Context: an optimization exercise on an open-source flow, tuned for small area. The choices shown serve that exercise and are no tape-out recipe. Only simulation tests tie the RTL to the original design; equivalence was not proved. No activity file was given, so power comes from the tool's default toggle rates.

## design/flow/design.v

```verilog
`default_nettype none
package isaPkg;
	typedef logic [31:0] wordT;
	typedef logic [31:0] instrT;
	typedef logic [4:0] regAddrT;
	typedef logic [15:0] immT;
	typedef logic [5:0] opcodeT;
	typedef logic [5:0] functT;
	localparam opcodeT SPECIAL = 6'b000000;   
	localparam opcodeT ADDI = 6'b001000;
	localparam opcodeT ADDIU = 6'b001001;
	localparam opcodeT ANDI = 6'b001100;
	localparam opcodeT ORI = 6'b001101;
	localparam functT ADD = 6'b100000;
	localparam functT ADDU = 6'b100001;
	localparam functT SUB = 6'b100010;
	localparam functT SUBU = 6'b100011;
	localparam functT AND = 6'b100100;
	localparam functT OR = 6'b100101;
	localparam functT SLT = 6'b101010;
	localparam int OPCODE_LSB = 26;
	localparam int RS_LSB = 21;
	localparam int RT_LSB = 16;
	localparam int RD_LSB = 11;
	localparam int FUNCT_LSB = 0;
	localparam int IMM_LSB = 0;
endpackage
`default_nettype wire
`default_nettype none
package execPkg;
	typedef enum logic [2:0] {
		ALU_ADD,
		ALU_SUB,
		ALU_AND,
		ALU_OR,
		ALU_SLT
	} aluOpT;
	typedef enum logic [1:0] {
		ST_IDLE,
		ST_READ,
		ST_EXEC,
		ST_WRITE
	} execStateT;
	typedef logic [34:0] uopT;
endpackage
`default_nettype wire
`timescale 1ns/100ps
`default_nettype none
module coreTop
(
	input logic clk,
	input logic rst,
	input logic instrStrobe,
	input logic [31:0] instr,
	output logic busy,
	output logic halted,
	output logic wbStrobe,
	output logic [4:0] wbAddr,
	output logic [31:0] wbData
);
	logic [4:0] cnt;
	logic clearing;
	logic active;
	logic lap2;
	logic cy;
	logic [30:0] wbs;
	logic [31:0] ring [1:31];
	logic [31:0] heads;
	logic [5:0] opcode;
	logic [5:0] funct;
	logic [4:0] rs;
	logic [4:0] rt;
	logic [4:0] rd;
	logic rtype;
	logic legal;
	logic opAdd;
	logic opSub;
	logic opAnd;
	logic opOr;
	logic opSlt;
	logic useImm;
	logic [4:0] dest;
	assign opcode = instr[31:26];
	assign funct = instr[5:0];
	assign rs = instr[25:21];
	assign rt = instr[20:16];
	assign rd = instr[15:11];
	assign rtype = (opcode == 6'b000000);
	always_comb
	begin
		opAdd = 1'b0;
		opSub = 1'b0;
		opAnd = 1'b0;
		opOr = 1'b0;
		opSlt = 1'b0;
		case (opcode)
			6'b000000:
				case (funct)
					6'b100000, 6'b100001: opAdd = 1'b1;
					6'b100010, 6'b100011: opSub = 1'b1;
					6'b100100: opAnd = 1'b1;
					6'b100101: opOr = 1'b1;
					6'b101010: opSlt = 1'b1;
					default: ;
				endcase
			6'b001000, 6'b001001: opAdd = 1'b1;
			6'b001100: opAnd = 1'b1;
			6'b001101: opOr = 1'b1;
			default: ;
		endcase
	end
	assign legal = opAdd | opSub | opAnd | opOr | opSlt;
	assign useImm = !rtype;
	assign dest = rtype ? rd : rt;
	logic go;
	logic run;
	logic last;
	logic write;
	logic finish;
	assign go = instrStrobe && legal && !halted && !clearing;
	assign run = go && ((cnt == 5'd0) || active);
	assign last = !opSlt || lap2;
	assign write = run && last;
	assign finish = write && (cnt == 5'd31);
	assign busy = legal && !finish;
	assign wbStrobe = finish;
	assign wbAddr = dest;
	always_ff @(posedge clk or negedge rst)
	begin
		if (!rst)
		begin
			cnt <= '0;
			clearing <= 1'b1;
			active <= 1'b0;
			lap2 <= 1'b0;
			halted <= 1'b0;
		end
		else
		begin
			cnt <= cnt + 5'd1;
			if (cnt == 5'd31)
			begin
				clearing <= 1'b0;
				lap2 <= run && opSlt && !lap2;
			end
			active <= run && (cnt != 5'd31);
			if (instrStrobe && !legal && !halted)
				halted <= 1'b1;
		end
	end
	logic a;
	logic b;
	logic immBit;
	logic bx;
	logic cin;
	logic sum;
	logic cout;
	logic res;
	logic newBit;
	assign heads[0] = 1'b0;
	for (genvar i = 1; i < 32; i++)
	begin : gHead
		assign heads[i] = ring[i][0];
	end
	assign a = heads[rs];
	assign immBit = cnt[4] ? (instr[15] && !opcode[2]) : instr[cnt[3:0]];
	assign b = useImm ? immBit : heads[rt];
	assign bx = b ^ (opSub || opSlt);
	assign cin = (cnt == 5'd0) ? (opSub || opSlt) : cy;
	assign sum = a ^ bx ^ cin;
	assign cout = (a && bx) || (cin && (a ^ bx));
	always_comb
	begin
		if (opAnd)
			res = a && b;
		else if (opOr)
			res = a || b;
		else if (opSlt)
			res = (cnt == 5'd0) && cy;
		else
			res = sum;
	end
	assign newBit = res && !clearing;
	always_ff @(posedge clk)
	begin
		if (opSlt && !lap2 && cnt == 5'd31)
			cy <= (a ^ b) ? a : sum;   
		else
			cy <= cout;
		wbs <= {newBit, wbs[30:1]};
	end
	assign wbData = {res, wbs};
	for (genvar i = 1; i < 32; i++)
	begin : gReg
		logic we;
		assign we = clearing || (write && dest == 5'(i));
		always_ff @(posedge clk)
			ring[i] <= {we ? newBit : ring[i][0], ring[i][31:1]};
	end
endmodule
`default_nettype wire
```

## design/flow/run.sh

```bash
#!/bin/bash
# synth_recipe.tcl (not shown) runs the flow's synth.tcl, then flattens the netlist and writes it again
# the make line also repeats each setting of config.mk as NAME=value (left out here)
make -C /OpenROAD-flow-scripts/flow DESIGN_CONFIG=/design/flow/config.mk WORK_HOME=/design/flow/orfs CLKGATE_MAP_FILE= SYNTH_SCRIPT=/design/flow/synth_recipe.tcl finish
```

## design/flow/constraint.sdc

```tcl
create_clock -name core_clock -period 10.0 [get_ports {clk}]
set_input_delay 2.0000 -clock core_clock [delete_from_list [all_inputs] [get_ports {clk}]]
set_output_delay 2.0000 -clock core_clock [all_outputs]
set_load 0.01 [all_outputs]
```

## design/flow/config.mk

```make
export PLATFORM = sky130hd
export DESIGN_NAME = coreTop
export DESIGN_NICKNAME = coreTop
export VERILOG_FILES = /design/flow/design.v
export SDC_FILE = /design/flow/constraint.sdc
export NUM_CORES = 4
export LEC_CHECK = 0
export CAP_MARGIN = 20
export CORE_MARGIN = 2
export CORE_UTILIZATION = 40
export SLEW_MARGIN = 20
```

==> flow_summary.toml, run 1 <==
[floorplanning]
die-area_um2 = 59900
start_util_pct = 40.3
chipWidth_um = 245
rows = 88
core_um2 = 57500
die_h_um = 245
ios = 75

[run_status]
status = "finished clean"

[cts]
clkLatencyLatePin_ns = 0.63
cts_resized = 0
clock-sinks = 1033
postCtsSetupRepairBufs = 0
cts.htree.levels = 3
hold_buffers = 0
cts_tree = "built"
clock_path_buffers = 3
cts.reportedPaths.clkPinSlew_ns = 0.06
cts-root-buf = "clkbuf_16"
numCtsBuffers = 92

[logic_synthesis]
syn_nets = 1433
yosysSeqAreaShare_pct = 89.4
synth.cell_area_um2 = 23200
synth_cell_types = 59
synth_flop_cell = "dfxtp_1"
ys_seq_elements = 1033
synth-edff-count = 0
synthArstFlopShare_pct = 0.871
yosys_warnings = 2
netlist_instances = 1392
syn_avg_cell_area_um2 = 16.7

[final_layout]
fillers = 4848
syn_to_final_growth_pct = 21.1
antenna_cells = 0
drive_gt1_share_pct = 11.3
stdcell_count = 2380
nNetsFinal = 1580
multi_input_area_um2 = 2290
regArea_um2 = 20700

[hold_path]
min_to = "ring[10][19]"
hp-class = "reg -> reg"
holdPathStages = 0
worstHoldStart = "ring[10][20]"

[global_routing]
grt_pass1_wl_um = 55100
met1_usage_pct = 17.6
grt_busiest_layer = "met1"
grtUsageMet3_pct = 3.71
grtUsageTotal_pct = 12.1
antenna_found_initial = 5
grt_max_degree = 34
grt_overflow = 0
grt_pass1_vias = 9647
grt.met2_usage_pct = 16.7

[drt]
drtPass1Iterations = 5
drc = 0
detail_route.wl_per_cell_um = 14.9
drt_iter0_drc = 618
avgViaCountPerCell = 4.15
num_vias = 9888
antenna_left = 0
wirelength_um = 35500

[sta]
fmax_mhz = 119
drv_slew = 0
tightestPinTransition_ns = 1.01
setup_viol = 0
post-route-period-util_pct = 83.9
rsz0062_at_grt = "no"
clock_skew_ns = 0.0214
fin_tns_setup_ns = 0
relSlewSlack_pct = 32.6
fin_crit_ns = 8.39
hold_viol = 0

[worst_setup_path]
critPathMaxFanout = 19
reg2reg_depth = 12
r2r_start = "ring[3][0]"
start_kind = "input port"
path_class = "in -> out"
crit_path_end_kind = "output port"
crit_arrival_ns = 6.39
regToRegEndpoint = "ring[30][31]"
worstPathRequired_ns = 8.00
reg2reg_slack_ns = 5.43

[pwr]
ir_drop_v = 0.000181
power.density_nw_per_um2 = 285
switching_share_pct = 19.3
p_clk_share_pct = 45.5
p_sw_w = 0.00155
p_int_w = 0.00644
p_leak_nw = 11.1
p_comb_share_pct = 2.3
sequentialPowerShare_pct = 52.2

[job]
cap_violations = 0

[placed_design]
port_buffers = 74
dp_hpwl_um = 21700
place_inst = 2210
routabilityCongestion = 0.808
-- cells in the final DEF, fill, tap and decap left out, types with 6 or more instances in the layout --
| cell | instances |
|---|---|
| nor2_1 | 27 |
| clkbuf_16 | 95 |
| o21ai_0 | 20 |
| buf_4 | 6 |
| mux2i_1 | 44 |
| clkdlybuf4s50_1 | 74 |
| o31ai_1 | 16 |
| inv_1 | 14 |
| a22oi_1 | 6 |
| o211ai_1 | 7 |
| a211oi_1 | 6 |
| nand2_1 | 28 |
| nand4_1 | 8 |
| clkinv_2 | 11 |
| clkbuf_1 | 17 |
| nor3_1 | 12 |
| nor2b_1 | 21 |
| clkbuf_8 | 21 |
| a21oi_1 | 16 |
| dfxtp_1 | 1024 |
| mux4_2 | 7 |
| bufinv_16 | 11 |
| inv_6 | 7 |
| nor4_1 | 7 |
| dfrtp_1 | 8 |
| nand2b_1 | 10 |
| nand3_1 | 14 |
-- registers in the layout, indices dropped and copies added (netlist names) --
name / cells
lap2: 1
cnt: 5
clearing: 1
halted: 1
ring: 992
cy: 1
wbs: 31
active: 1
-- how the worst max path moves through the flow --
| stage | from | endpoint | depth (start not counted) |
|---|---|---|---|
| floorplan | instr[27] | wbData[31] | 10 |
| detailed placement | instr[16] | wbData[31] | 11 |
| finish | instr[16] | wbData[31] | 11 |
| global route | instr[16] | wbData[31] | 11 |
| CTS | instr[16] | wbData[31] | 11 |
| global placement | instr[16] | wbData[31] | 11 |
-- synth_stat cells (6+ instances only) --
cell type	instances	share of area, %
dfxtp_1	1024	88
mux2i_1	44	1.9
nand2_1	28	0.45
nor2_1	27	0.44
nor2b_1	21	0.57
o21ai_0	21	0.45
a21oi_1	16	0.35
o31ai_1	16	0.52
clkbuf_1	14	0.23
inv_1	14	0.23
nand3_1	14	0.30
nor3_1	13	0.28
buf_2	10	0.22
nand2b_1	10	0.27
dfrtp_1	8	0.86
nand4_1	8	0.22
mux4_2	7	0.68
nor4_1	7	0.19
o211ai_1	7	0.23
a211oi_1	6	0.19
a22oi_1	6	0.19
-- cells by family after synthesis --
group	share of synthesized area, %
flip-flops	89.4
AND/OR/NAND/NOR	3.88
AO/OA/AOI/OAI	2.85
multiplexers	2.63
buffers and inverters	0.772
adder cells (fa/ha/maj)	0.356
XOR/XNOR	0.113
-- layout make-up --
| cell class | instances | area share (%) |
|---|---|---|
| repair buffers | 80 | 2.80 |
| well taps | 765 | 3.41 |
| multi-input cells | 318 | 8.16 |
| clock buffers | 133 | 9.72 |
| inverters | 14 | 0.187 |
| flip-flops and latches | 1033 | 73.8 |
| clock inverters | 37 | 1.90 |
-- through the flow --
stage          total power, W  instance area [µm²]  worst slack (ns)  hold slack [ns]  util, %
6_report              0.00799                28100              1.61            0.314     48.8
5_1_grt               0.00828                28100              1.36            0.318     48.8
4_1_cts               0.00809                28100              1.61            0.310     48.8
3_5_place_dp          0.00444                24800              1.63            0.312     43.2
3_3_place_gp          0.00444                24800              1.69            0.310     43.1
2_1_floorplan         0.00433                23200              2.94            0.310        -
-- routing by layer --
layer	routed length, µm	vias to the layer above
met3	2120	85
li1	-	4873
met1	18200	4690
met4	904	4
met2	14300	236
met5	22	-
-- power by group through the flow --
stage,Sequential [W],Clock (W),Combinational (W)
3_3_place_gp,0.00426,0,0.000185
5_1_grt,0.00417,0.00391,0.000195
2_1_floorplan,0.00428,0,0.0000524
4_1_cts,0.00417,0.00373,0.000185
3_5_place_dp,0.00426,0,0.000185
6_report,0.00417,0.00364,0.000184
-- critical path, cell delays in order --
cell	delay, ns
clkdlybuf4s50_1	1.13
mux4_2	0.60
mux2i_1	0.14
o21ai_0	0.10
or4_1	0.44
nand3_1	0.17
xor2_1	0.12
fa_1	0.53
mux2i_1	0.12
a311oi_4	0.40
clkdlybuf4s50_1	0.63
==> inputs of run 2 (changes only) <==
--- a/design/flow/config.mk
+++ b/design/flow/config.mk
@@ -5,7 +5,9 @@
 export SDC_FILE = /design/flow/constraint.sdc
 export NUM_CORES = 4
 export LEC_CHECK = 0
+export ABC_AREA = 1
 export CAP_MARGIN = 20
 export CORE_MARGIN = 2
-export CORE_UTILIZATION = 40
+export CORE_UTILIZATION = 60
+export PLACE_DENSITY = 0.7
 export SLEW_MARGIN = 20
==> run 2 against run 1 <==
Against the previous run:
- largest cell class unchanged
- global-route usage grew 7.7 points
- non-clock buffer count shrank 2
- first-iteration DRC count grew 5.7%
- worst hold slack got worse by 0.0074 ns
- maximum frequency grew 6.4%
- critical endpoint unchanged
- sequential cell count did not move
==> flow_summary.toml, run 2 <==
[final_layout]
drive_gt1_share_pct = 9.22
syn_to_final_growth_pct = 17.9
largest_register_ffs = 992
final_common_cell = "dfxtp_1"
fillers = 2495
layout_common_cells = "1,024 x dfxtp_1, 258 x nand2_1, 93 x clkbuf_16"
antenna_cells = 0
final_util_pct = 71.8
nNetsFinal = 1856
stdcell_count = 2405
reg_top3 = "ring (992), wbs (31), cnt (5)"
largest-register = "ring"

[sta]
tightestPinTransition_ns = 0.733
setup_viol = 0
hold_viol = 0
relSlewSlack_pct = 51.0
drv_slew = 0
post-route-period-util_pct = 78.9
fin_crit_ns = 7.89
clock_skew_ns = 0.0242
fin_tns_setup_ns = 0
fmax_mhz = 127
rsz0062_at_grt = "no"

[cts]
cts-root-buf = "clkbuf_16"
cts.htree.levels = 3
hold_buffers = 0
postCtsSetupRepairBufs = 0
numCtsBuffers = 89
cts.reportedPaths.clkPinSlew_ns = 0.07
clock-sinks = 1033
clkLatencyLatePin_ns = 0.62
clock_path_buffers = 3
cts_tree = "built"
cts_resized = 0

[logic_synthesis]
synth-edff-count = 0
syn_avg_cell_area_um2 = 14.1
netlist_instances = 1678
synth.cell_area_um2 = 23600
yosys_warnings = 2
synthArstFlopShare_pct = 0.871
synth_cell_types = 30
ys_seq_elements = 1033
netlist_top_cells_count = "1,024 x dfxtp_1, 258 x nand2_1, 92 x inv_1"
syn_nets = 1719
yosysSeqAreaShare_pct = 87.8
yosysMostFrequentCell = "dfxtp_1"
ys_top_cells_by_area = "dfxtp_1 87%, nand2_1 4.1%, inv_1 1.5%"
yosys.area.top_type_share_pct = 86.9
synth_flop_cell = "dfxtp_1"
synth_largest_area_cell = "dfxtp_1"

[floorplanning]
ios = 75
rows = 72
chipWidth_um = 202
die-area_um2 = 40900
start_util_pct = 60.9
die_h_um = 202
core_um2 = 38700

[global_routing]
grtUsageTotal_pct = 19.8
grt_pass1_wl_um = 61900
grt_overflow = 0
grt_pass1_vias = 11400
antenna_found_initial = 0
grt_max_degree = 35

[pwr]
p_clk_share_pct = 43.8
ir_drop_v = 0.000240
p_int_w = 0.00618
p_comb_share_pct = 2.4
p_sw_w = 0.00157
power.density_nw_per_um2 = 279
switching_share_pct = 20.2
p_leak_nw = 11.6
sequentialPowerShare_pct = 53.8
power.total_w = 0.00775

[hold_path]
worstHoldStart = "ring[21][19]"
hp-class = "reg -> reg"
min_to = "ring[21][18]"
holdPathStages = 0

[drt]
avgViaCountPerCell = 4.56
num_vias = 11000
drtPass1Iterations = 5
wl_met1_um = 17900
dr_wl_met2_um = 17900
antenna_left = 0
detail_route.wl_per_cell_um = 16.1
met3_length_um = 1830
drt_iter0_drc = 653
wirelength_um = 38700
top_layer = "met4"
drc = 0

[worst_setup_path]
crit_slowest_cell = "clkdlybuf4s50_1"
reg2reg_slack_ns = 6.49
start_kind = "input port"
worstPathRequired_ns = 8.00
crit_arrival_ns = 5.89
cp_top_family = "buffers and inverters"
path_class = "in -> out"
max_stage_delay_ns = 0.80
path_buf_inv = 4
worstPathCellList = "clkdlybuf4s50_1 > clkinv_1 > o211ai_1 > nand3_1 > nand3_1 > nand3b_1 > nand2_1 > inv_1 > fa_1 > nand2_1 > nand2_1 > nand2_1 > a21boi_0 > clkdlybuf4s50_1"
regToRegEndpoint = "ring[10][31]"
crit_path_end_kind = "output port"
r2r_start = "cnt[0]"
cpMostUsedCell = "nand2_1"
critPathMaxFanout = 17
reg2reg_depth = 20

[run_status]
status = "finished clean"

[job]
cap_violations = 0

[placed_design]
place_inst = 2241
port_buffers = 74
routabilityCongestion = 0.847
dp_hpwl_um = 20700
-- run 2: cell count changes after synthesis, sizes merged, moves of 8 or more --
cell | before | now
buf | 12 | 22
inv | 14 | 101
mux2i | 44 | 0
nand2 | 28 | 260
nand2b | 10 | 0
nand3 | 15 | 63
nand4 | 8 | 45
nor2 | 27 | 99
nor2b | 21 | 0
nor3 | 13 | 2
nor4 | 8 | 0
o21ai | 25 | 14
o31ai | 16 | 0
-- run 2: how the worst max path moves through the flow --
| stage | startpoint | end | slack [ns] | cells after the start |
|---|---|---|---|---|
| after floorplan | instr[16] | wbData[31] | 3.98 | 17 |
| after global placement | instr[16] | wbData[31] | 2.10 | 16 |
| after detailed placement | instr[21] | wbData[31] | 2.11 | 14 |
| after CTS | instr[21] | wbData[31] | 2.09 | 14 |
| after global routing | instr[21] | wbData[31] | 1.81 | 14 |
| final | instr[21] | wbData[31] | 2.11 | 14 |
-- run 2: kinds of logic (layout without fill, tap and decap cells) --
| group | count (synthesis) | in the layout | share of synthesized area, % |
|---|---|---|---|
| AO/OA/AOI/OAI | 29 | 29 | 0.668 |
| XOR/XNOR | 2 | 2 | 0.0742 |
| adder cells (fa/ha/maj) | 6 | 6 | 0.350 |
| buffers and inverters | 138 | 347 | 2.45 |
| flip-flops | 1033 | 1033 | 87.8 |
| AND/OR/NAND/NOR | 470 | 470 | 8.62 |
-- run 2: power groups by stage --
stage | clock [W] | sequential [W] | combinational, W
3_3_place_gp | 0 | 0.00426 | 0.000187
4_1_cts | 0.00348 | 0.00417 | 0.000188
5_1_grt | 0.00364 | 0.00417 | 0.000198
6_report | 0.00339 | 0.00417 | 0.000187
3_5_place_dp | 0 | 0.00426 | 0.000186
2_1_floorplan | 0 | 0.00428 | 0.0000550
-- run 2: stage by stage --
| step | hold slack (ns) | setup slack (ns) | cell area (µm²) |
|---|---|---|---|
| final | 0.306 | 2.11 | 27800 |
| after global routing | 0.313 | 1.81 | 27800 |
| after CTS | 0.310 | 2.09 | 27800 |
| after detailed placement | 0.312 | 2.11 | 24800 |
| after global placement | 0.310 | 2.10 | 24800 |
| after floorplan | 0.310 | 3.98 | 23600 |
-- run 2: per-layer routing --
metal / vias up / GRT usage, %
li1: 5482 / -
met1: 5178 / 26.8
met2: 217 / 31.2
met3: 78 / 4.72
met4: 0 / 7.38
met5: - / 0
-- run 2: final cells by class --
type / count / area (µm²) / area share (%)
Inverter: 106 / 398 / 1.43
Timing Repair Buffer: 78 / 778 / 2.80
Clock inverter: 34 / 323 / 1.16
Tap cell: 518 / 648 / 2.33
Multi-Input combinational cell: 507 / 2300 / 8.25
Clock buffer: 129 / 2650 / 9.53
Sequential cell: 1033 / 20700 / 74.5
-- run 2: worst reg2reg max path, cell delays in order (launching register included) --
cell	delay [ns]
dfrtp_1	0.57
clkinv_1	0.34
o21ai_0	0.22
o21ai_0	0.14
nand2_1	0.08
nand3_1	0.06
nand3_1	0.14
nand2_1	0.09
nand2_1	0.10
nand2_1	0.06
nand2_1	0.08
fa_1	0.46
nand2_1	0.09
nand2_1	0.05
nand2_1	0.07
nand2_1	0.05
nand3_1	0.06
buf_4	0.38
nand2_1	0.11
nand2_1	0.14
inv_1	0.10
==> inputs of run 3 (changes only) <==
==> design/flow/flow/run.sh (new file) <==
#!/bin/bash
# Standard ORFS layout with a leaner clock tree (no dummy loads, clkbuf_8 leaves)
# and the smallest buffer on every port. Each ORFS step logs to orfs/logs/.
set -euo pipefail
export CTS_ARGS="-sink_clustering_enable -repair_clock_nets -dont_use_dummy_load -buf_list sky130_fd_sc_hd__clkbuf_8 -sink_clustering_size 20 -sink_clustering_max_diameter 60"
export BUFFER_PORTS_ARGS="-buffer_cell sky130_fd_sc_hd__buf_1"
bash standard.sh > standard_flow.log 2>&1
==> design/flow/standard.sh (new file) <==
#!/bin/bash
# synth_recipe.tcl (not shown) runs the flow's synth.tcl, then flattens the netlist and writes it again
# the make line also repeats each setting of config.mk as NAME=value (left out here)
make -C /OpenROAD-flow-scripts/flow DESIGN_CONFIG=/design/flow/config.mk WORK_HOME=/design/flow/orfs CLKGATE_MAP_FILE= SYNTH_SCRIPT=/design/flow/synth_recipe.tcl "${@:-finish}"
==> design/flow/config.mk (replaced) <==
export PLATFORM = sky130hd
export DESIGN_NAME = coreTop
export DESIGN_NICKNAME = coreTop
export VERILOG_FILES = /design/flow/design.v
export SDC_FILE = /design/flow/constraint.sdc
export NUM_CORES = 4
export LEC_CHECK = 0
export CAP_MARGIN = 20
export CORE_MARGIN = 2
export CORE_UTILIZATION = 40
export SLEW_MARGIN = 20
removed: design/flow/run.sh
==> run 3 against run 2 <==
Against the previous run:
- final area decreased by 9.6%
- die area increased by 46%
- worst setup slack improved by 0.19 ns
- power decreased by 24%
- sequential share of layout area increased by 7.9 points
- non-clock buffer count increased by 1
- critical endpoint unchanged
- cell count decreased by 5.7%
- critical path depth decreased by 1
- register-to-register slack got worse by 0.69 ns
==> flow_summary.toml, run 3 <==
[final_layout]
largest-register = "ring"
syn_to_final_growth_pct = 8.53
nNetsFinal = 1547
drive_gt1_share_pct = 5.78
reg_top3 = "ring (992), wbs (31), cnt (5)"
layout_common_cells = "1,024 x dfxtp_1, 74 x buf_1, 60 x clkbuf_8"
antenna_cells = 0
largest_register_ffs = 992
final_common_cell = "dfxtp_1"

[sta]
post-route-period-util_pct = 76.9
fmax_mhz = 130
fin_tns_setup_ns = 0
clock_skew_ns = 0.0878
relSlewSlack_pct = 34.3
tightestPinTransition_ns = 0.978
rsz0062_at_grt = "no"
hold_ws_ns = 0.272
drv_slew = 0
setup_viol = 0
fin_crit_ns = 7.69
setup_ws_ns = 2.31
hold_viol = 0

[floorplanning]
chipWidth_um = 245
rows = 88
die-area_um2 = 59900
core_um2 = 57500
die_h_um = 245
ios = 75
start_util_pct = 40.3

[worst_setup_path]
start_kind = "input port"
crit_path_end_kind = "output port"
path_class = "in -> out"
reg2reg_slack_ns = 5.80
worstPathCellList = "buf_1 > buf_4 > mux4_2 > mux2i_1 > o21ai_0 > or4_1 > nand3_1 > xor2_1 > fa_1 > mux2i_1 > a311oi_4 > buf_4 > buf_1"
crit_slowest_cell = "fa_1"
critPathMaxFanout = 17
worstPathRequired_ns = 8.00
max_stage_delay_ns = 0.54
crit_arrival_ns = 5.69

[logic_synthesis]
synth_flop_cell = "dfxtp_1"
synthArstFlopShare_pct = 0.871
ys_top_cells_by_area = "dfxtp_1 88%, mux2i_1 1.9%, dfrtp_1 0.86%"
netlist_top_cells_count = "1,024 x dfxtp_1, 44 x mux2i_1, 28 x nand2_1"
synth_cell_types = 59
synth_largest_area_cell = "dfxtp_1"
syn_nets = 1433
synth.cell_area_um2 = 23200
syn_avg_cell_area_um2 = 16.7
synth-edff-count = 0
yosysMostFrequentCell = "dfxtp_1"
netlist_instances = 1392
yosysSeqAreaShare_pct = 89.4
yosys.area.top_type_share_pct = 88.4
yosys_warnings = 2
ys_seq_elements = 1033

[pwr]
switching_share_pct = 19.9
p_clk_share_pct = 27.2
power.density_nw_per_um2 = 234
p_leak_nw = 9.76
p_comb_share_pct = 2.2
ir_drop_v = 0.000138
p_sw_w = 0.00117
sequentialPowerShare_pct = 70.6
p_int_w = 0.00473

[global_routing]
grt_max_degree = 35
antenna_found_initial = 5
grtUsageTotal_pct = 11.3
grt_overflow = 0
grt_pass1_wl_um = 52700
grt_pass1_vias = 9556

[cts]
hold_buffers = 0
numCtsBuffers = 60
cts-root-buf = "clkbuf_8"
clock_path_buffers = 3
postCtsSetupRepairBufs = 0
cts.htree.levels = 2
clkLatencyLatePin_ns = 0.67
cts.reportedPaths.clkPinSlew_ns = 0.11
clock-sinks = 1033
cts_tree = "built"
cts_resized = 0

[job]
cap_violations = 0

[placed_design]
preCtsSetupSlack_ns = 2.32
routabilityCongestion = 0.785
dp_hpwl_um = 21100
port_buffers = 74

[drt]
wirelength_um = 33200
detail_route.wl_per_cell_um = 14.6
top_layer = "met5"
antenna_left = 0
drtPass1Iterations = 4
drt_iter0_drc = 472
dr_wl_met2_um = 13200
met3_length_um = 2100
wl_met1_um = 17100
num_vias = 9479
drc = 0
avgViaCountPerCell = 4.18

[run_status]
status = "finished clean"

[hold_path]
hp-class = "reg -> reg"
## run 3: critical path: cells and delay by family
family | cells | cell delay [ns]
buf+inv | 4 | 1.28
fa+ha+maj | 1 | 0.54
compound gates | 2 | 0.36
mux | 3 | 0.78
simple gates | 2 | 0.60
xor+xnor | 1 | 0.12
## run 3: layout make-up
| cell class | count | area [µm²] |
|---|---|---|
| fillers | 5185 | 32300 |
| well taps | 765 | 957 |
| flip-flops and latches | 1033 | 20700 |
| clock buffers | 60 | 826 |
| multi-input cells | 318 | 2280 |
| repair buffers | 79 | 315 |
| inverters | 14 | 52.6 |
## run 3: cells by family (layout without fill, tap and decap cells)
family | Yosys count | in the layout | synth area share (%)
AOI/OAI and AO/OA | 95 | 95 | 2.85
adders and majority gates | 6 | 6 | 0.356
buffers and inverters | 41 | 153 | 0.772
DFF | 1033 | 1033 | 89.4
muxes | 52 | 52 | 2.63
and+or+nand+nor | 162 | 162 | 3.88
xor gates and xnor gates | 3 | 3 | 0.113
## run 3: worst paths after layout
| kind | from | end | depth (start not counted) |
|---|---|---|---|
| setup / recovery | instr[16] | wbData[31] | 13 |
| hold / removal | ring[19][31] | ring[19][30] | 0 |
| setup reg to reg | ring[2][0] | ring[31][31] | 12 |
| hold reg to reg | ring[19][31] | ring[19][30] | 0 |
| max in group asynchronous | rst | halted | 1 |
| min in group asynchronous | rst | lap2 | 1 |
## run 3: stage by stage
stage	area (µm²)	util [%]	std cells	power, W
detailed placement	24300	42.3	2209	0.00439
CTS	25200	43.8	2269	0.00599
floorplan	23200	-	1392	0.00433
finish	25200	43.8	2269	0.00590
global route	25200	43.8	2269	0.00615
global placement	24300	42.3	2209	0.00439
## run 3: power by group through the flow
| stage | registers, W | logic [W] | clock network, W |
|---|---|---|---|
| after global routing | 0.00417 | 0.000139 | 0.00184 |
| after detailed placement | 0.00426 | 0.000129 | 0 |
| final | 0.00417 | 0.000128 | 0.00161 |
| after global placement | 0.00426 | 0.000130 | 0 |
| after CTS | 0.00417 | 0.000130 | 0.00169 |
| after floorplan | 0.00428 | 0.0000524 | 0 |
## run 3: layer usage
metal,track usage [%],vias to the layer above
li1,-,4707
met1,16.4,4487
met2,16.1,207
met3,3.21,70
met4,3.89,8
met5,0,-
==> inputs of run 4 (changes only) <==
--- a/design/flow/design.v
+++ b/design/flow/design.v
@@ -60,10 +60,9 @@
 );
 	logic [4:0] cnt;
 	logic clearing;
-	logic active;
-	logic lap2;
+	logic [1:0] st;   
 	logic cy;
-	logic [30:0] wbs;
+	logic [31:0] wbs;
 	logic [31:0] ring [1:31];
 	logic [31:0] heads;
 	logic [5:0] opcode;
@@ -78,7 +77,6 @@
 	logic opAnd;
 	logic opOr;
 	logic opSlt;
-	logic useImm;
 	logic [4:0] dest;
 	assign opcode = instr[31:26];
 	assign funct = instr[5:0];
@@ -110,16 +108,19 @@
 		endcase
 	end
 	assign legal = opAdd | opSub | opAnd | opOr | opSlt;
-	assign useImm = !rtype;
 	assign dest = rtype ? rd : rt;
+	logic [1:0] lap;
 	logic go;
 	logic run;
+	logic copyLap;
 	logic last;
 	logic write;
 	logic finish;
+	assign lap = (st == 2'd0) ? 2'd1 : st;
 	assign go = instrStrobe && legal && !halted && !clearing;
-	assign run = go && ((cnt == 5'd0) || active);
-	assign last = !opSlt || lap2;
+	assign run = go && ((cnt == 5'd0) || (st != 2'd0));
+	assign copyLap = rtype && (lap == 2'd1);
+	assign last = !rtype || (opSlt ? (lap == 2'd3) : (lap == 2'd2));
 	assign write = run && last;
 	assign finish = write && (cnt == 5'd31);
 	assign busy = legal && !finish;
@@ -131,23 +132,25 @@
 		begin
 			cnt <= '0;
 			clearing <= 1'b1;
-			active <= 1'b0;
-			lap2 <= 1'b0;
+			st <= 2'd0;
 			halted <= 1'b0;
 		end
 		else
 		begin
 			cnt <= cnt + 5'd1;
 			if (cnt == 5'd31)
-			begin
 				clearing <= 1'b0;
-				lap2 <= run && opSlt && !lap2;
-			end
-			active <= run && (cnt != 5'd31);
+			if (!run || (cnt == 5'd31 && last))
+				st <= 2'd0;
+			else if (cnt == 5'd31)
+				st <= lap + 2'd1;
+			else
+				st <= lap;
 			if (instrStrobe && !legal && !halted)
 				halted <= 1'b1;
 		end
 	end
+	logic mo;
 	logic a;
 	logic b;
 	logic immBit;
@@ -162,16 +165,19 @@
 	begin : gHead
 		assign heads[i] = ring[i][0];
 	end
-	assign a = heads[rs];
+	assign mo = heads[(lap == 2'd1) ? rs : rt];
 	assign immBit = cnt[4] ? (instr[15] && !opcode[2]) : instr[cnt[3:0]];
-	assign b = useImm ? immBit : heads[rt];
+	assign a = rtype ? wbs[0] : mo;
+	assign b = rtype ? mo : immBit;
 	assign bx = b ^ (opSub || opSlt);
 	assign cin = (cnt == 5'd0) ? (opSub || opSlt) : cy;
 	assign sum = a ^ bx ^ cin;
 	assign cout = (a && bx) || (cin && (a ^ bx));
 	always_comb
 	begin
-		if (opAnd)
+		if (copyLap)
+			res = mo;
+		else if (opAnd)
 			res = a && b;
 		else if (opOr)
 			res = a || b;
@@ -183,13 +189,13 @@
 	assign newBit = res && !clearing;
 	always_ff @(posedge clk)
 	begin
-		if (opSlt && !lap2 && cnt == 5'd31)
+		if (opSlt && lap == 2'd2 && cnt == 5'd31)
 			cy <= (a ^ b) ? a : sum;   
 		else
 			cy <= cout;
-		wbs <= {newBit, wbs[30:1]};
-	end
-	assign wbData = {res, wbs};
+		wbs <= {newBit, wbs[31:1]};
+	end
+	assign wbData = {res, wbs[31:1]};
 	for (genvar i = 1; i < 32; i++)
 	begin : gReg
 		logic we;
==> design/flow/flow/run.sh (replaced) <==
#!/bin/bash
# Standard ORFS synthesis, then the combinational logic re-mapped for area with
# Yosys/ABC (flip-flops and their names kept), then the standard ORFS layout with
# a leaner clock tree (no dummy loads) and the smallest buffer on every port.
# Each tool writes its own log: standard_*.log and resyn.log here, ORFS steps in orfs/logs/.
set -euo pipefail
HERE=$(cd "$(dirname "$0")" && pwd)
RES=orfs/results/$FLOW_PLATFORM/coreTop/base
export CTS_ARGS="-sink_clustering_enable -repair_clock_nets -dont_use_dummy_load -buf_list sky130_fd_sc_hd__clkbuf_8 -sink_clustering_size 20 -sink_clustering_max_diameter 60"
export BUFFER_PORTS_ARGS="-buffer_cell sky130_fd_sc_hd__buf_1"
bash standard.sh synth > standard_synth.log 2>&1
cp $RES/1_2_yosys.v $RES/1_2_yosys.std.v
RESYN_LIB=$FLOW_HOME/platforms/$FLOW_PLATFORM/lib/sky130_fd_sc_hd__tt_025C_1v80.lib \
RESYN_IN=$RES/1_2_yosys.std.v RESYN_OUT=$RES/1_2_yosys.v RESYN_SCRIPT=$HERE/resyn.abc \
	yosys -c $HERE/resyn.tcl > resyn.log 2>&1
rm -f $RES/1_synth.odb $RES/1_synth.sdc
bash standard.sh > standard_finish.log 2>&1
==> design/flow/flow/resyn.abc (new file) <==
strash
balance -l; resub -K 6 -l; rewrite -l; resub -K 6 -N 2 -l; refactor -l; resub -K 8 -l; balance -l; resub -K 8 -N 2 -l; rewrite -l; resub -K 10 -l; rewrite -z -l; resub -K 10 -N 2 -l; balance -l; resub -K 12 -l; refactor -z -l; resub -K 12 -N 2 -l; rewrite -z -l; balance -l
balance -l; resub -K 6 -l; rewrite -l; resub -K 6 -N 2 -l; refactor -l; resub -K 8 -l; balance -l; resub -K 8 -N 2 -l; rewrite -l; resub -K 10 -l; rewrite -z -l; resub -K 10 -N 2 -l; balance -l; resub -K 12 -l; refactor -z -l; resub -K 12 -N 2 -l; rewrite -z -l; balance -l
dch -f
amap -m
topo
==> design/flow/flow/resyn.tcl (new file) <==
# Re-map the combinational logic of a mapped netlist for area; flip-flops stay as they are.
yosys -import
set lib $::env(RESYN_LIB)
read_liberty -ignore_miss_func $lib
foreach m [list sky130_fd_sc_hd__df* sky130_fd_sc_hd__sdf* sky130_fd_sc_hd__edf* sky130_fd_sc_hd__sedf* sky130_fd_sc_hd__dl* sky130_fd_sc_hd__conb_1] { catch { blackbox $m } }
read_verilog $::env(RESYN_IN)
hierarchy -top coreTop
flatten
opt_clean -purge
stat
opt -full
abc -liberty $lib -dont_use sky130_fd_sc_hd__lpflow_* -dont_use sky130_fd_sc_hd__probe* -script $::env(RESYN_SCRIPT)
opt_clean -purge
hilomap -singleton -hicell sky130_fd_sc_hd__conb_1 HI -locell sky130_fd_sc_hd__conb_1 LO
splitnets
opt_clean -purge
stat -liberty $lib
write_verilog -noattr -nohex -nodec $::env(RESYN_OUT)
==> run 4 against run 3 <==
Against the previous run:
- non-clock buffer count shrank 3
- worst setup slack lost 1.5 ns
- wire length shrank 13%
- via count shrank 5.6%
- area after synthesis shrank 3.7%
- clock-buffer cell count is the same
- sequential power is essentially flat
- register-to-register slack lost 2.0 ns
- utilization grew 0.47 points
- clock skew grew 0.0066 ns
- clock power is essentially flat
- synthesized cell count shrank 4.7%
- highest routed layer is now met4
==> flow_summary.toml, run 4 <==
[run_status]
status = "finished clean"

[worst_setup_path]
worstPathRequired_ns = 8.00
crit_path_end_kind = "output port"
start_kind = "input port"
crit_arrival_ns = 7.21
path_class = "in -> out"
r2r_start = "st[1]"
critPathMaxFanout = 21
critical_path.startpoint = "instr[16]"

[sta]
fmax_mhz = 109
fin_tns_setup_ns = 0
setup_viol = 0
relSlewSlack_pct = 44.8
rsz0062_at_grt = "no"
fin_crit_ns = 9.21
clock_skew_ns = 0.0943
hold_viol = 0
drv_slew = 0
tightestPinTransition_ns = 0.828
post-route-period-util_pct = 92.1

[pwr]
power.density_nw_per_um2 = 242
p_int_w = 0.00473
p_sw_w = 0.00117
switching_share_pct = 19.8
power.total_w = 0.00590
p_leak_nw = 9.31
p_clk_share_pct = 27.4
ir_drop_v = 0.000180
p_comb_share_pct = 1.8
sequentialPowerShare_pct = 70.8

[cts]
hold_buffers = 0
postCtsSetupRepairBufs = 0
clock-sinks = 1034
clkLatencyLatePin_ns = 0.67
cts.htree.levels = 2
numCtsBuffers = 60
clock_path_buffers = 3
cts-root-buf = "clkbuf_8"
cts_resized = 0
cts_tree = "built"
cts.reportedPaths.clkPinSlew_ns = 0.10

[floorplanning]
ios = 75
die-area_um2 = 57700
start_util_pct = 40.5
rows = 86
core_um2 = 55100
chipWidth_um = 240
die_h_um = 240

[placed_design]
routabilityCongestion = 0.782
dp_hpwl_um = 18200
port_buffers = 74
dpl_cell_area_um2 = 23500
place_inst = 2151

[final_layout]
stdcell_count = 2211
layout_common_cells = "1,025 x dfxtp_1, 78 x nor2_1, 74 x buf_1"
final_util_pct = 44.2
final_common_cell = "dfxtp_1"
drive_gt1_share_pct = 4.31
syn_to_final_growth_pct = 9.21
largest_register_ffs = 992
antenna_cells = 0
nNetsFinal = 1500
fin_area_um2 = 24400
reg_top3 = "ring (992), wbs (32), cnt (5)"
largest-register = "ring"

[logic_synthesis]
netlist_instances = 1327
yosys_warnings = 2
synth.cell_area_um2 = 22300
syn_nets = 1362
syn_avg_cell_area_um2 = 16.8

[drt]
detail_route.wl_per_cell_um = 13.1
drtPass1Iterations = 5
drt_iter0_drc = 437
num_vias = 8948
drc = 0
antenna_left = 0
avgViaCountPerCell = 4.05
wirelength_um = 29000

[global_routing]
grt_overflow = 0
grt_pass1_wl_um = 46100
grt_max_degree = 26
grtUsageTotal_pct = 10.3
antenna_found_initial = 0
grt_pass1_vias = 8740

[job]
cap_violations = 0

[hold_path]
hp-class = "reg -> reg"
worstHoldStart = "wbs[31]"
==> run 4: per-layer routing <==
layer  routed length (µm)  vias up  track usage [%]
met1                14900     4176             15.0
met5                    0        -                0
met4                  870        0             4.55
li1                     -     4515                -
met3                 1920       66             2.74
met2                11300      191             14.4
==> run 4: metrics by stage <==
stage | hold WS, ns | setup slack, ns
finish | 0.259 | 0.786
global route | 0.258 | 0.250
CTS | 0.265 | 0.727
detailed placement | 0.312 | 0.773
global placement | 0.310 | 0.792
floorplan | 0.310 | 1.73
==> run 4: worst max-delay path: stages <==
cell,delay [ns]
buf_1,0.17
clkinv_1,0.18
o22ai_1,0.65
clkinv_1,0.67
a22oi_1,0.53
a22oi_1,0.16
o221a_1,0.23
o41a_1,0.41
a31oi_1,0.39
nor2_1,0.12
a31oi_1,0.31
a21oi_1,0.15
o21ai_0,0.23
a21oi_1,0.10
o221ai_1,0.17
buf_4,0.28
o21ai_0,0.22
clkinv_1,0.09
buf_1,0.15
==> run 4: power groups by stage <==
stage / Clock [W] / Sequential (W) / Combinational, W
2_1_floorplan: 0 / 0.00429 / 0.0000353
3_3_place_gp: 0 / 0.00427 / 0.000111
3_5_place_dp: 0 / 0.00427 / 0.000109
4_1_cts: 0.00170 / 0.00418 / 0.000109
5_1_grt: 0.00185 / 0.00419 / 0.000118
6_report: 0.00161 / 0.00418 / 0.000108
==> run 4: path summary, 6_finish.rpt <==
path	to	slack [ns]	cells past startpoint
max in group asynchronous	st[1]	8.20	1
min in group asynchronous	cnt[2]	1.32	1
hold reg to reg	wbs[30]	0.26	0
setup / recovery	wbData[31]	0.79	19
setup reg to reg	ring[9][31]	3.81	17
hold / removal	wbs[30]	0.26	0
==> run 4: cell type report <==
class	count	area, µm²
tap	748	936
inverter	38	143
fill	4943	30700
sequential	1034	20700
timing repair buffer	76	293
clock buffer	60	826
multi-input combinational	255	1430
==> inputs of run 5 (changes only) <==
--- a/design/flow/design.v
+++ b/design/flow/design.v
@@ -165,7 +165,7 @@
 	begin : gHead
 		assign heads[i] = ring[i][0];
 	end
-	assign mo = heads[(lap == 2'd1) ? rs : rt];
+	assign mo = heads[st[1] ? rt : rs];   
 	assign immBit = cnt[4] ? (instr[15] && !opcode[2]) : instr[cnt[3:0]];
 	assign a = rtype ? wbs[0] : mo;
 	assign b = rtype ? mo : immBit;
==> design/flow/flow/resyn.abc (replaced) <==
strash
&get -n
&deepsyn -T 60
&put
balance -l; resub -K 6 -l; rewrite -l; resub -K 6 -N 2 -l; refactor -l; resub -K 8 -l; balance -l; resub -K 8 -N 2 -l; rewrite -l; resub -K 10 -l; rewrite -z -l; resub -K 10 -N 2 -l; balance -l; resub -K 12 -l; refactor -z -l; resub -K 12 -N 2 -l; rewrite -z -l; balance -l
dch -f
amap -m
topo
==> run 5 against run 4 <==
Against the previous run:
- still clean
- sequential share of layout area rose by 1.1 points
- area after synthesis fell by 1.2%
- clock power barely moved
- synthesized cell count fell by 2.4%
- cell count fell by 3.4%
- combinational power barely moved
- critical path depth fell by 2
- largest cell class unchanged
- largest power group unchanged
- highest routed layer unchanged
==> flow_summary.toml, run 5 <==
[run_status]
status = "finished clean"

[final_layout]
largest-register = "ring"
reg_top3 = "ring (992), wbs (32), cnt (5)"
fin_area_um2 = 24100
drive_gt1_share_pct = 4.47
final_common_cell = "dfxtp_1"
syn_to_final_growth_pct = 9.13
antenna_cells = 0
layout_common_cells = "1,025 x dfxtp_1, 74 x buf_1, 65 x nor2_1"
nNetsFinal = 1469
largest_register_ffs = 992

[floorplanning]
rows = 86
ios = 75
chipWidth_um = 239
die_h_um = 239
start_util_pct = 40.3
core_um2 = 54800
die-area_um2 = 57000

[pwr]
ir_drop_v = 0.000175
power.density_nw_per_um2 = 245
power.total_w = 0.00591
p_leak_nw = 9.27

[sta]
relSlewSlack_pct = 46.0
setup_viol = 0
tightestPinTransition_ns = 0.811
clock_skew_ns = 0.138
drv_slew = 0
fin_crit_ns = 7.48
fmax_mhz = 134
hold_viol = 0
rsz0062_at_grt = "no"
hold_ws_ns = 0.177
post-route-period-util_pct = 74.8
fin_tns_setup_ns = 0

[cts]
clkLatencyLatePin_ns = 0.71
cts_tree = "built"
hold_buffers = 0
cts.htree.levels = 2
cts_resized = 0
numCtsBuffers = 61
cts.reportedPaths.clkPinSlew_ns = 0.11
clock-sinks = 1034
clock_path_buffers = 3
cts-root-buf = "clkbuf_8"
postCtsSetupRepairBufs = 0

[drt]
num_vias = 8739
antenna_left = 0
wirelength_um = 28600
drt_iter0_drc = 465
avgViaCountPerCell = 4.09
detail_route.wl_per_cell_um = 13.4
drc = 0
drtPass1Iterations = 5

[worst_setup_path]
critPathMaxFanout = 5
cp_top_family = "compound AO/OA/AOI/OAI gates"
worstPathRequired_ns = 8.00
path_class = "in -> out"
crit_arrival_ns = 5.48
max_stage_delay_ns = 0.41
start_kind = "input port"
worstPathCellList = "buf_1 > o22ai_1 > nor2_1 > clkinv_1 > o21ai_0 > a211oi_1 > o41a_1 > a31oi_1 > a21oi_1 > nor2_1 > clkinv_1 > a21oi_1 > a311oi_1 > a31o_1 > a21oi_1 > o21ai_0 > buf_1"
crit_slowest_cell = "o41a_1"
crit_path_end_kind = "output port"
cpMostUsedCell = "a21oi_1"
path_buf_inv = 4

[placed_design]
dpl_cell_area_um2 = 23200
port_buffers = 74
routabilityCongestion = 0.801
dp_hpwl_um = 18300

[global_routing]
antenna_found_initial = 3
grt_max_degree = 28
grtUsageTotal_pct = 10.3
grt_pass1_vias = 8472
grt_overflow = 0
grt_pass1_wl_um = 45400

[logic_synthesis]
yosys_warnings = 2
syn_nets = 1330
netlist_instances = 1295
synth.cell_area_um2 = 22100
syn_avg_cell_area_um2 = 17.0

[job]
cap_violations = 0

[hold_path]
hp-class = "reg -> reg"
## run 5: metal layers
metal	up-vias	wire length, µm	global-route usage (%)
met5	-	0	0
met4	0	969	4.47
met3	74	1870	2.91
met2	218	11100	14.1
met1	4080	14600	15.1
li1	4367	-	-
## run 5: where the power goes
part	internal, W	total [W]	switching (W)
Clock	0.000546	0.00162	0.00107
Combinational	0.0000328	0.000106	0.0000733
Sequential	0.00416	0.00418	0.0000210
Total	0.00474	0.00591	0.00117
## run 5: worst reg2reg max path: stages, from the launching register on
cell and delay [ns]:
dfrtp_1 0.56, clkinv_1 0.36, o22ai_1 0.30, clkinv_1 0.12
nor2_1 0.32, nand2_1 0.09, and3_1 0.17, o41a_1 0.42
a31oi_1 0.33, a21oi_1 0.21, nor2_1 0.19, clkinv_1 0.13
a311oi_1 0.24, a31o_1 0.16, a21oi_1 0.10, nand2b_1 0.20
or3_1 0.40, o21ai_0 0.29
## run 5: final cells by class
| type | instances | area, µm² |
|---|---|---|
| Clock buffer | 61 | 840 |
| Timing Repair Buffer | 76 | 293 |
| Tap cell | 704 | 881 |
| Inverter | 35 | 131 |
| Fill cell | 4797 | 30700 |
| Multi-Input combinational cell | 226 | 1180 |
| Sequential cell | 1034 | 20700 |
## run 5: final timing paths
path / startpoint / endpoint / slack, ns / depth (start not counted)
setup reg to reg: st[1] / ring[2][31] / 5.25 / 17
hold reg to reg: ring[1][24] / ring[1][23] / 0.18 / 0
hold / removal: ring[1][24] / ring[1][23] / 0.18 / 0
setup / recovery: instr[17] / wbData[31] / 2.52 / 17
min in group asynchronous: rst / cnt[2] / 1.32 / 1
max in group asynchronous: rst / st[0] / 8.25 / 1
## run 5: metrics by stage
stage          util, %  setup WS, ns  cells
3_5_place_dp      42.4          2.56   2075
2_1_floorplan        -          2.65   1295
4_1_cts           44.0          2.55   2136
3_3_place_gp      42.4          2.63   2075
5_1_grt           44.0          2.08   2136
6_report          44.0          2.52   2136
==> inputs of run 6 (changes only) <==
--- a/design/flow/flow/run.sh
+++ b/design/flow/flow/run.sh
@@ -6,7 +6,7 @@
 set -euo pipefail
 HERE=$(cd "$(dirname "$0")" && pwd)
 RES=orfs/results/$FLOW_PLATFORM/coreTop/base
-export CTS_ARGS="-sink_clustering_enable -repair_clock_nets -dont_use_dummy_load -buf_list sky130_fd_sc_hd__clkbuf_8 -sink_clustering_size 20 -sink_clustering_max_diameter 60"
+export CTS_ARGS="-sink_clustering_enable -repair_clock_nets -dont_use_dummy_load -buf_list sky130_fd_sc_hd__clkbuf_4 -sink_clustering_size 12 -sink_clustering_max_diameter 40"
 export BUFFER_PORTS_ARGS="-buffer_cell sky130_fd_sc_hd__buf_1"
 bash standard.sh synth > standard_synth.log 2>&1
 cp $RES/1_2_yosys.v $RES/1_2_yosys.std.v
==> run 6 against run 5 <==
Against the previous run:
- critical endpoint unchanged
- global-route usage is 0.33 points higher
- combinational power is essentially flat
- cell count grew 2.1%
- critical path type unchanged
- register-to-register slack gained 0.07 ns
- non-clock buffer count unchanged
- clock skew is 0.010 ns lower
- wire length up 1.3%
- final area fell by 0.28%
==> flow_summary.toml, run 6 <==
[final_layout]
largest-register = "ring"
fillers = 4834
drive_gt1_share_pct = 7.13
syn_to_final_growth_pct = 8.83
layout_common_cells = "1,025 x dfxtp_1, 102 x clkbuf_4, 74 x buf_1"
largest_register_ffs = 992
stdcell_count = 2180
final_common_cell = "dfxtp_1"
nNetsFinal = 1510
final_util_pct = 43.8
reg_top3 = "ring (992), wbs (32), cnt (5)"

[sta]
fin_tns_setup_ns = 0
tightestPinTransition_ns = 0.842
fmax_mhz = 134
drv_slew = 0
clock_skew_ns = 0.128
setup_viol = 0
rsz0062_at_grt = "no"
relSlewSlack_pct = 43.8
fin_crit_ns = 7.47
hold_viol = 0
post-route-period-util_pct = 74.7

[worst_setup_path]
critical_path.startpoint = "instr[17]"
cp_top_family = "compound AO/OA/AOI/OAI gates"
crit_arrival_ns = 5.47
start_kind = "input port"
crit_path_end_kind = "output port"
critPathMaxFanout = 5
path_buf_inv = 4
worstPathCellList = "buf_1 > o22ai_1 > nor2_1 > clkinv_1 > o21ai_0 > a211oi_1 > o41a_1 > a31oi_1 > a21oi_1 > nor2_1 > clkinv_1 > a21oi_1 > a311oi_1 > a31o_1 > a21oi_1 > o21ai_0 > buf_1"
r2r_start = "st[1]"
max_stage_delay_ns = 0.41
cpMostUsedCell = "a21oi_1"
crit_slowest_cell = "o41a_1"
path_class = "in -> out"
worstPathRequired_ns = 8.00

[floorplanning]
die_h_um = 239
start_util_pct = 40.3
ios = 75
core_um2 = 54800
chipWidth_um = 239
die-area_um2 = 57000
rows = 86

[global_routing]
antenna_found_initial = 5
grt_pass1_wl_um = 46400
grtUsageTotal_pct = 10.6
grt_overflow = 0
grt_max_degree = 28
grt_pass1_vias = 8901

[pwr]
p_leak_nw = 9.30
power.density_nw_per_um2 = 243
ir_drop_v = 0.000147

[cts]
cts.reportedPaths.clkPinSlew_ns = 0.11
cts.htree.levels = 3
clkLatencyLatePin_ns = 0.86
clock_path_buffers = 3
cts-root-buf = "clkbuf_4"
hold_buffers = 0
clock-sinks = 1034
cts_resized = 0
postCtsSetupRepairBufs = 0
numCtsBuffers = 102
cts_tree = "built"

[logic_synthesis]
synth.cell_area_um2 = 22100
syn_avg_cell_area_um2 = 17.0
yosys_warnings = 2
syn_nets = 1330
netlist_instances = 1295

[drt]
antenna_left = 0
wirelength_um = 29000
avgViaCountPerCell = 4.13
num_vias = 9001
drtPass1Iterations = 4
drt_iter0_drc = 470
drc = 0
detail_route.wl_per_cell_um = 13.3

[hold_path]
worstHoldStart = "ring[5][5]"
hp-class = "reg -> reg"

[job]
cap_violations = 0

[placed_design]
routabilityCongestion = 0.801
port_buffers = 74
dp_hpwl_um = 18300
place_inst = 2075

[run_status]
status = "finished clean"
-- run 6: area by class of cell --
cell class | count | area, µm² | area share (%)
Antenna cell | 3 | 7.51 | 0.0313
Tap cell | 704 | 881 | 3.67
Inverter | 35 | 131 | 0.547
Sequential cell | 1034 | 20700 | 86.4
Clock buffer | 102 | 766 | 3.19
Multi-Input combinational cell | 226 | 1180 | 4.92
Timing Repair Buffer | 76 | 293 | 1.22
-- run 6: through the flow --
stage	cell area, µm²	total power [W]	hold WS (ns)	setup WS (ns)
after floorplan	22100	0.00433	0.310	2.65
after global placement	23200	0.00438	0.310	2.63
after detailed placement	23200	0.00438	0.312	2.56
after CTS	24000	0.00595	0.247	2.55
after global routing	24000	0.00613	0.260	2.08
final	24000	0.00584	0.258	2.53
-- run 6: path summary, 6_finish.rpt --
kind                       cells after the start  slack (ns)            to
hold / removal                                 0        0.26    ring[5][4]
hold reg to reg                                0        0.26    ring[5][4]
min in group asynchronous                      1        1.15        cnt[4]
setup reg to reg                              17        5.32  ring[25][31]
max in group asynchronous                      1        8.41         st[1]
setup / recovery                              17        2.53    wbData[31]
-- run 6: power breakdown --
part           internal [W]  switching (W)  total (W)
combinational     0.0000328      0.0000735   0.000106
clock              0.000470        0.00109    0.00156
sequential          0.00416      0.0000210    0.00418
total               0.00466        0.00118    0.00584
-- run 6: worst register-to-register path, cell delays in order (launching register included) --
cell and delay (ns):
dfrtp_1 0.55, clkinv_1 0.35, o22ai_1 0.33, nand2_1 0.23, clkinv_1 0.14, a222oi_1 0.10, and3_1 0.20, o41a_1 0.42
a31oi_1 0.32, a21oi_1 0.21, nor2_1 0.19, clkinv_1 0.13, a311oi_1 0.24, a31o_1 0.16, a21oi_1 0.10, nor2_1 0.45
nand2_1 0.20, o21ai_0 0.36
-- run 6: routing by layer --
| metal | up-vias | track usage [%] | part of all wire [%] |
|---|---|---|---|
| met5 | - | 0 | 0 |
| met3 | 74 | 3.74 | 7.5 |
| met2 | 225 | 14.1 | 39 |
| met1 | 4198 | 15.0 | 50 |
| met4 | 0 | 5.68 | 3.2 |
| li1 | 4504 | - | - |
==> inputs of run 7 (changes only) <==
--- a/design/flow/flow/run.sh
+++ b/design/flow/flow/run.sh
@@ -6,7 +6,7 @@
 set -euo pipefail
 HERE=$(cd "$(dirname "$0")" && pwd)
 RES=orfs/results/$FLOW_PLATFORM/coreTop/base
-export CTS_ARGS="-sink_clustering_enable -repair_clock_nets -dont_use_dummy_load -buf_list sky130_fd_sc_hd__clkbuf_4 -sink_clustering_size 12 -sink_clustering_max_diameter 40"
+export CTS_ARGS="-sink_clustering_enable -repair_clock_nets -dont_use_dummy_load -buf_list sky130_fd_sc_hd__clkbuf_8 -sink_clustering_size 22 -sink_clustering_max_diameter 50"
 export BUFFER_PORTS_ARGS="-buffer_cell sky130_fd_sc_hd__buf_1"
 bash standard.sh synth > standard_synth.log 2>&1
 cp $RES/1_2_yosys.v $RES/1_2_yosys.std.v
==> run 7 against run 6 <==
Against the previous run:
- final area is 0.56% higher
- highest routed layer unchanged
- clock-buffer cell count is 36 lower
- worst hold slack worse by 0.020 ns
- first-iteration DRC count is 12% lower
- clock skew is 0.0014 ns higher
- clock power is 8% higher
- global-route usage is 0.19 points lower
- combinational power hardly changed
- power is 2.2% higher
- register-to-register slack worse by 0.08 ns
- non-clock buffer count stayed put
- critical path depth stayed put
==> flow_summary.toml, run 7 <==
[run_status]
status = "finished clean"

[cts]
cts_tree = "built"
clock-sinks = 1034
cts_resized = 0
hold_buffers = 0
numCtsBuffers = 66
clkLatencyLatePin_ns = 0.67
cts-root-buf = "clkbuf_8"
cts.htree.levels = 3
postCtsSetupRepairBufs = 0
cts.reportedPaths.clkPinSlew_ns = 0.11
clock_path_buffers = 3

[final_layout]
antenna_cells = 0
stdcell_count = 2141
syn_to_final_growth_pct = 9.44
reg_top3 = "ring (992), wbs (32), cnt (5)"
layout_common_cells = "1,025 x dfxtp_1, 74 x buf_1, 66 x clkbuf_8"
drive_gt1_share_pct = 4.80
largest_register_ffs = 992
largest-register = "ring"
nNetsFinal = 1474
fillers = 4815
final_common_cell = "dfxtp_1"

[job]
cap_violations = 0

[drt]
antenna_left = 0
num_vias = 8756
drtPass1Iterations = 6
detail_route.wl_per_cell_um = 13.4
avgViaCountPerCell = 4.09
drt_iter0_drc = 412
wirelength_um = 28700
drc = 0

[placed_design]
routabilityCongestion = 0.801
port_buffers = 74
place_inst = 2075
dp_hpwl_um = 18300

[global_routing]
grt_pass1_wl_um = 45600
grt_overflow = 0
antenna_found_initial = 2
grt_pass1_vias = 8512
grt_max_degree = 28
grtUsageTotal_pct = 10.4

[logic_synthesis]
syn_avg_cell_area_um2 = 17.0
synth.cell_area_um2 = 22100
syn_nets = 1330
netlist_instances = 1295
yosys_warnings = 2

[sta]
relSlewSlack_pct = 46.9
hold_viol = 0
fin_tns_setup_ns = 0
drv_slew = 0
fmax_mhz = 135
post-route-period-util_pct = 74.2
clock_skew_ns = 0.130
tightestPinTransition_ns = 0.796
rsz0062_at_grt = "no"
fin_crit_ns = 7.42
setup_viol = 0

[floorplanning]
chipWidth_um = 239
rows = 86
core_um2 = 54800
ios = 75
die-area_um2 = 57000
die_h_um = 239
start_util_pct = 40.3

[pwr]
power.density_nw_per_um2 = 248
ir_drop_v = 0.000161
p_leak_nw = 9.31

[worst_setup_path]
crit_arrival_ns = 5.42
path_class = "in -> out"
critPathMaxFanout = 5
start_kind = "input port"
worstPathRequired_ns = 8.00
crit_path_end_kind = "output port"

[hold_path]
hp-class = "reg -> reg"
-- run 7: routing by layer --
layer	wire length [µm]	up-vias	track usage (%)
met5	0	-	0
met4	856	0	5.04
met3	2120	64	3.19
met2	11100	208	14.0
met1	14600	4107	15.1
li1	-	4377	-
-- run 7: cell type report --
type,instances,area (µm²),share of cell area (%)
multi-input cells,226,1180,4.89
inverters,35,131,0.544
clock buffers,66,908,3.76
flip-flops and latches,1034,20700,85.9
well taps,704,881,3.65
repair buffers,76,293,1.21
-- run 7: final timing paths --
path | cells past startpoint | slack [ns] | end | startpoint
worst min register to register | 0 | 0.24 | ring[2][28] | ring[2][29]
max in group asynchronous | 1 | 8.25 | st[1] | rst
worst max-delay path | 17 | 2.58 | wbData[31] | instr[17]
min in group asynchronous | 1 | 1.32 | cnt[1] | rst
worst max register to register | 17 | 5.24 | ring[2][31] | st[1]
worst min-delay path | 0 | 0.24 | ring[2][28] | ring[2][29]
-- run 7: where the power goes --
group	switching, W	internal [W]	leakage (nW)
Combinational	0.0000730	0.0000328	0.464
Sequential	0.0000211	0.00416	8.37
Clock	0.00109	0.000597	0.475
-- run 7: worst max-delay path, cell delays in order --
cell and delay [ns]:
buf_1 0.22, o22ai_1 0.19, nor2_1 0.29, clkinv_1 0.20, o21ai_0 0.21, a211oi_1 0.07
o41a_1 0.40, a31oi_1 0.32, a21oi_1 0.21, nor2_1 0.19, clkinv_1 0.13, a21oi_1 0.14
a311oi_1 0.06, a31o_1 0.21, a21oi_1 0.23, o21ai_0 0.17, buf_1 0.17
-- run 7: per-stage QoR --
step | power [W] | util, % | hold WS, ns | setup WS [ns] | cell area (µm²)
floorplan | 0.00433 | - | 0.310 | 2.65 | 22100
global placement | 0.00438 | 42.4 | 0.310 | 2.63 | 23200
detailed placement | 0.00438 | 42.4 | 0.312 | 2.56 | 23200
CTS | 0.00607 | 44.1 | 0.229 | 2.55 | 24100
global route | 0.00623 | 44.1 | 0.224 | 2.08 | 24100
finish | 0.00597 | 44.1 | 0.238 | 2.58 | 24100

-- separate check: timing with driven ports --
The flow's constraints put no driver on any port. The routed layouts listed below were extracted and timed again, unchanged, in two steps.
Step 1 sets driving cells, clkbuf_16 on the clock port and buf_2 on the other inputs (assumed; they add their load-dependent delay and slew).
Step 2, shift: input delay + t, output delay - t, t = (earliest + latest rising clock arrival at the registers) / 2. This alone moves slack from input paths to output paths.
Slacks: no drivers / after step 1 / after step 2; pairs: no drivers / after step 1.
run | t, ns | setup slack, ns | worst setup path after step 2 | latest minus earliest clock arrival (ns) | pins driven straight from the clock port
run 1 | 0.676 | 1.605 / 1.521 / 1.521 | input to output | 0.024 / 0.024 | 1
run 2 | 0.659 | 2.113 / 2.089 / 2.089 | input to output | 0.027 / 0.027 | 1
run 3 | 0.681 | 2.307 / 2.261 / 2.261 | input to output | 0.088 / 0.088 | 1
run 4 | 0.676 | 0.786 / 0.761 / 0.761 | input to output | 0.095 / 0.094 | 1
run 5 | 0.688 | 2.523 / 2.500 / 2.500 | input to output | 0.140 / 0.140 | 1
run 6 | 0.841 | 2.531 / 2.508 / 2.508 | input to output | 0.130 / 0.130 | 1
run 7 | 0.652 | 2.581 / 2.558 / 2.558 | input to output | 0.141 / 0.141 | 1
After both steps every run listed still meets setup and hold. The setup slack of run 1, which loses most, moves by -0.084 ns with the drivers and by -0.084 ns with both steps.
